Background: an optimization exercise with open tools, aiming at small area, a short achievable clock period and few clock cycles per item. Do not read the settings as production practice. In this exercise RTL edits were held to simulation tests only and were not proved equivalent to the original.

before:
// sha1_cumulative_part_digest
module sha1_cumulative_part_digest (
    input  wire logic        i_clk,
    input  wire logic        i_rst_n,
    input  wire logic        psel,
    input  wire logic        penable,
    input  wire logic        pwrite,
    input  wire logic [2:0]  paddr,
    input  wire logic [31:0] pwdata,
    output logic [31:0]      prdata,
    output logic             pready,
    input  wire logic        i_push,
    output logic             o_full,
    input  wire logic [63:0] i_data_word,
    input  wire logic [3:0]  i_bytes_valid,
    input  wire logic        i_last_of_file,
    output logic             o_empty,
    input  wire logic        i_pop,
    output logic [31:0]      o_hash_a,
    output logic [31:0]      o_hash_b,
    output logic [31:0]      o_hash_c,
    output logic [31:0]      o_hash_d,
    output logic [31:0]      o_hash_e,
    output logic [31:0]      o_part_number,
  ...
==> flow/config.mk <==
export PLATFORM = sky130hd
export DESIGN_NAME = sha1_cumulative_part_digest
export DESIGN_NICKNAME = sha1_cumulative_part_digest
export VERILOG_FILES = /design/flow/design.v
export SDC_FILE = /design/flow/constraint.sdc
export NUM_CORES = 4
export LEC_CHECK = 0
export ABC_AREA = 1
export CAP_MARGIN = 20
export CORE_MARGIN = 2
export CORE_UTILIZATION = 40
export CTS_BUF_LIST = sky130_fd_sc_hd__clkbuf_4 sky130_fd_sc_hd__clkbuf_8
export PLACE_DENSITY = 0.6
export SETUP_SLACK_MARGIN = 5
export SLEW_MARGIN = 20
==> flow/constraint.sdc <==
create_clock -name core_clock -period 10.0 [get_ports {i_clk}]
set_input_delay 2.0000 -clock core_clock [delete_from_list [all_inputs] [get_ports {i_clk}]]
set_output_delay 2.0000 -clock core_clock [all_outputs]
set_load 0.01 [all_outputs]
standard.sh (not shown) runs the stock make flow with config.mk's settings and CLKGATE_MAP_FILE= SYNTH_SCRIPT=/design/flow/synth_recipe.tcl, a recipe that flattens the netlist after the stock synthesis.
==> flow/flow/run.sh <==
#!/bin/bash
# Layout: the standard flow (standard.sh) with two changes to the cells it
# picks: the port buffers are buf_1, the smallest buffer, and clock tree synthesis
# adds no dummy loads. make's output goes to flow_standard.log; each ORFS step
# keeps its own log under orfs/logs.
set -uo pipefail
export BUFFER_PORTS_ARGS="-buffer_cell sky130_fd_sc_hd__buf_1"
export CTS_ARGS="-sink_clustering_enable -repair_clock_nets -dont_use_dummy_load -buf_list {sky130_fd_sc_hd__clkbuf_4 sky130_fd_sc_hd__clkbuf_8}"
bash standard.sh > flow_standard.log 2>&1
before has completed all stages; timing, DRC and antenna checks passed.
Testbench counts of before, summed over its fixed seeds: cycles 32,966, bytes 47,624.
--- input diff before..after ---
==> flow/run.sh (new file) <==
#!/bin/bash
# synth_recipe.tcl (not shown) runs the flow's synth.tcl, then flattens the netlist and writes it again
# the make line also repeats each setting of config.mk as NAME=value (left out here)
make -C /OpenROAD-flow-scripts/flow DESIGN_CONFIG=/design/flow/config.mk WORK_HOME=/design/flow/orfs CLKGATE_MAP_FILE= SYNTH_SCRIPT=/design/flow/synth_recipe.tcl finish
removed: flow/flow/run.sh
removed: flow/standard.sh
Notes after the runs:
- Worst setup slack after layout in after is 180 ps above before.
- Comparing before and after, the higher minimum period implied by the final worst setup slack is on before.
- Between before and after, synthesis-to-layout area growth increased.
- after reports a higher worst-case hold slack than before does.
- Count of instances resized after the clock tree is built sits higher in after than in before.

---

Setup of run 1:
Another version of the RTL of sha1_cumulative_part_digest (not shown whole).
For scale: ~8,400 cells after synthesis, about 55,000 sq um of cells after synthesis.
## sha1_cumulative_part_digest
module sha1_cumulative_part_digest (
    input  wire logic        i_clk,
    input  wire logic        i_rst_n,
    input  wire logic        psel,
    input  wire logic        penable,
    input  wire logic        pwrite,
    input  wire logic [2:0]  paddr,
    input  wire logic [31:0] pwdata,
    output logic [31:0]      prdata,
    output logic             pready,
    input  wire logic        i_push,
    output logic             o_full,
    input  wire logic [63:0] i_data_word,
    input  wire logic [3:0]  i_bytes_valid,
    input  wire logic        i_last_of_file,
    output logic             o_empty,
    input  wire logic        i_pop,
    output logic [31:0]      o_hash_a,
    output logic [31:0]      o_hash_b,
    output logic [31:0]      o_hash_c,
    output logic [31:0]      o_hash_d,
    output logic [31:0]      o_hash_e,
    output logic [31:0]      o_part_number,
    output logic [60:0]      o_end_offset,
    output logic             o_is_final,
    output logic             o_status
);
    logic [26:0] r_psize;
    logic        r_a2;
    assign pready = 1'b1;
    assign prdata = r_a2 ? 32'd0 : {5'd0, r_psize};
    always_ff @(posedge i_clk) begin
        r_a2 <= paddr[2];    
        if (!i_rst_n) begin
            r_psize <= scpd_pkg::PART_SIZE_RESET;
        end else if (psel && penable && pwrite && !paddr[2]) begin
            r_psize <= pwdata[26:0];
        end
    end
    logic [5:0]  r_c;
    logic [1:0]  r_phn;              
    logic        r_fch, r_fmaj;      
    logic        r_run;
    logic        r_c38, r_c39, r_c40, r_c41;   
    logic [31:0] w [16];
    logic [31:0] r_a, r_b, r_cc, r_d;
    logic [31:0] r_ekw, r_ekw1;      
    logic [31:0] h [5];
    logic        r_f;                
    logic        r_run_res, r_run_fin;
    logic [2:0]  r_wj;               
    logic        r_wfull;            
    logic        r_blk_res, r_blk_fin;
    logic        r_gact, r_gmark;    
    logic [60:0] r_total;            
    logic [31:0] r_pcount;           
    logic        r_cfin, r_cstat;    
    logic        r_held, r_oshown;   
    logic [26:0] r_bcnt;             
  ...
clock: 10.0 ns
lec_check: 0
abc_area: 1
cap_margin: 20
core_margin: 2
core_utilization: 40
place_density: 0.6
slew_margin: 20
==> flow/flow/run.sh <==
#!/bin/bash
# Layout: the standard flow (standard.sh) with changes to how cells are
# picked and how hard timing is repaired: synthesis leaves adders to ABC instead
# of mapping them onto the library's full- and half-adder cells (ADDER_MAP_FILE
# empty; registers are untouched), the port buffers are buf_1, the smallest
# buffer, clock tree synthesis uses clkbuf_4 and adds no dummy loads, and the
# setup repair aims at 5 ns of slack. make's output goes to flow_standard.log;
# each ORFS step keeps its own log under orfs/logs.
set -uo pipefail
export ADDER_MAP_FILE=
export BUFFER_PORTS_ARGS="-buffer_cell sky130_fd_sc_hd__buf_1"
export CTS_ARGS="-sink_clustering_enable -repair_clock_nets -dont_use_dummy_load -buf_list {sky130_fd_sc_hd__clkbuf_4}"
bash standard.sh SETUP_SLACK_MARGIN=5 finish > flow_standard.log 2>&1
Testbench counts of run 1, summed over its fixed seeds: cycles 32,966, bytes 47,624.
Relative to run 1, the following input files were edited for run 2:
- a change of PLACE_DENSITY from 0.6 to 0.72
- a change of CORE_UTILIZATION from 40 to 55
==> flow/flow/run.sh <==
#!/bin/bash
# Layout: the standard flow (standard.sh) with changes to how cells are
# picked and how hard timing is repaired: synthesis leaves adders to ABC instead
# of mapping them onto the library's full- and half-adder cells (ADDER_MAP_FILE
# empty; registers are untouched), the port buffers are buf_1, the smallest
# buffer, clock tree synthesis uses clkbuf_4 and adds no dummy loads, and the
# setup repair aims at 6 ns of slack. make's output goes to flow_standard.log;
# each ORFS step keeps its own log under orfs/logs.
set -uo pipefail
export ADDER_MAP_FILE=
export BUFFER_PORTS_ARGS="-buffer_cell sky130_fd_sc_hd__buf_1"
export CTS_ARGS="-sink_clustering_enable -repair_clock_nets -dont_use_dummy_load -buf_list {sky130_fd_sc_hd__clkbuf_4}"
bash standard.sh SETUP_SLACK_MARGIN=6 finish > flow_standard.log 2>&1
==> comparison <==
Post-route standard cell area excluding fillers of run 2 exceeds that of run 1 by a little under 10%. The higher post-route worst setup slack came out of run 2. Min largest fanout on the critical path across run 1 and run 2: run 2.
--- input diff run 2..run 3 ---
- swapping 0.72 for 0.6 in PLACE_DENSITY
- swapping 55 for 40 in CORE_UTILIZATION
[summary]
- Run 3 does worse than run 2 on cell area after layout.
- Comparing run 3 against run 2, there is no change at all in number of stages on the worst hold path.
Setup changes, run 3 to run 4
==> flow/flow/run.sh <==
#!/bin/bash
# Layout: the standard flow (standard.sh) with changes to how cells are
# picked and how hard timing is repaired: synthesis leaves adders to ABC instead
# of mapping them onto the library's full- and half-adder cells (ADDER_MAP_FILE
# empty; registers are untouched), the port buffers are buf_1, the smallest
# buffer, clock tree synthesis uses clkbuf_8 and clkbuf_16 and adds no dummy loads, and the
# setup repair aims at 6 ns of slack. make's output goes to flow_standard.log;
# each ORFS step keeps its own log under orfs/logs.
set -uo pipefail
export ADDER_MAP_FILE=
export BUFFER_PORTS_ARGS="-buffer_cell sky130_fd_sc_hd__buf_1"
export CTS_ARGS="-sink_clustering_enable -repair_clock_nets -dont_use_dummy_load -buf_list {sky130_fd_sc_hd__clkbuf_8 sky130_fd_sc_hd__clkbuf_16}"
bash standard.sh SETUP_SLACK_MARGIN=6 finish > flow_standard.log 2>&1
Findings:
- Across both runs, clock-cell share of area was higher for run 4 than for run 3.
- Re non-clock buffer count: run 3 and run 4 aren't equal, and the lower value belongs to run 3.
- Compared with run 3, run 4 ends up with more cell area.
- Run 4 vs run 3: cell depth of the worst setup path down in run 4
- Diff run 3 and run 4: signal arrival time at the worst endpoint lower in run 4
- Run 4 vs. run 3: maximum clock frequency shows a reduction of 0.69%, mapped cell area barely changed.

afterwards: timing with drivers on the ports:
The results above use ideal ports. As a check the final layouts listed here were re-extracted and re-timed, cells and wires unchanged.
Step 1 sets driving cells, clkbuf_16 on the clock port and buf_2 on the other inputs (assumed; they add their load-dependent delay and slew).
Step 2 moves the port delays by t, midway between the first and last clock arrival at a register: inputs arrive t later, outputs are due t later. That takes back most of the time a late clock gives input paths.
Three values: no drivers, after step 1, after step 2; two values: the first two.
run | shift t [ns] | setup slack, ns | worst hold slack (ns) | worst register clock-pin slew, ns | pins driven straight from the clock port
before | 0.923 | 4.638 / 4.638 / 4.634 | 0.274 / 0.274 / 0.274 | 0.07 / 0.07 | 1
after | 0.990 | 4.817 / 4.817 / 4.191 | 0.286 / 0.286 / 0.286 | 0.07 / 0.07 | 1
run 1 | 1.248 | 5.187 / 5.187 / 4.633 | 0.262 / 0.262 / 0.262 | 0.07 / 0.07 | 1
run 2 | 1.207 | 5.745 / 5.745 / 5.027 | 0.255 / 0.255 / 0.255 | 0.07 / 0.07 | 1
run 3 | 1.257 | 5.984 / 5.913 / 4.885 | 0.260 / 0.260 / 0.260 | 0.07 / 0.07 | 1
run 4 | 0.793 | 5.956 / 5.956 / 5.500 | 0.281 / 0.281 / 0.281 | 0.06 / 0.06 | 1
After both steps every run listed still meets setup and hold. The setup slack of run 3, which loses most, moves by -0.071 ns with the drivers and by -1.099 ns with both steps.
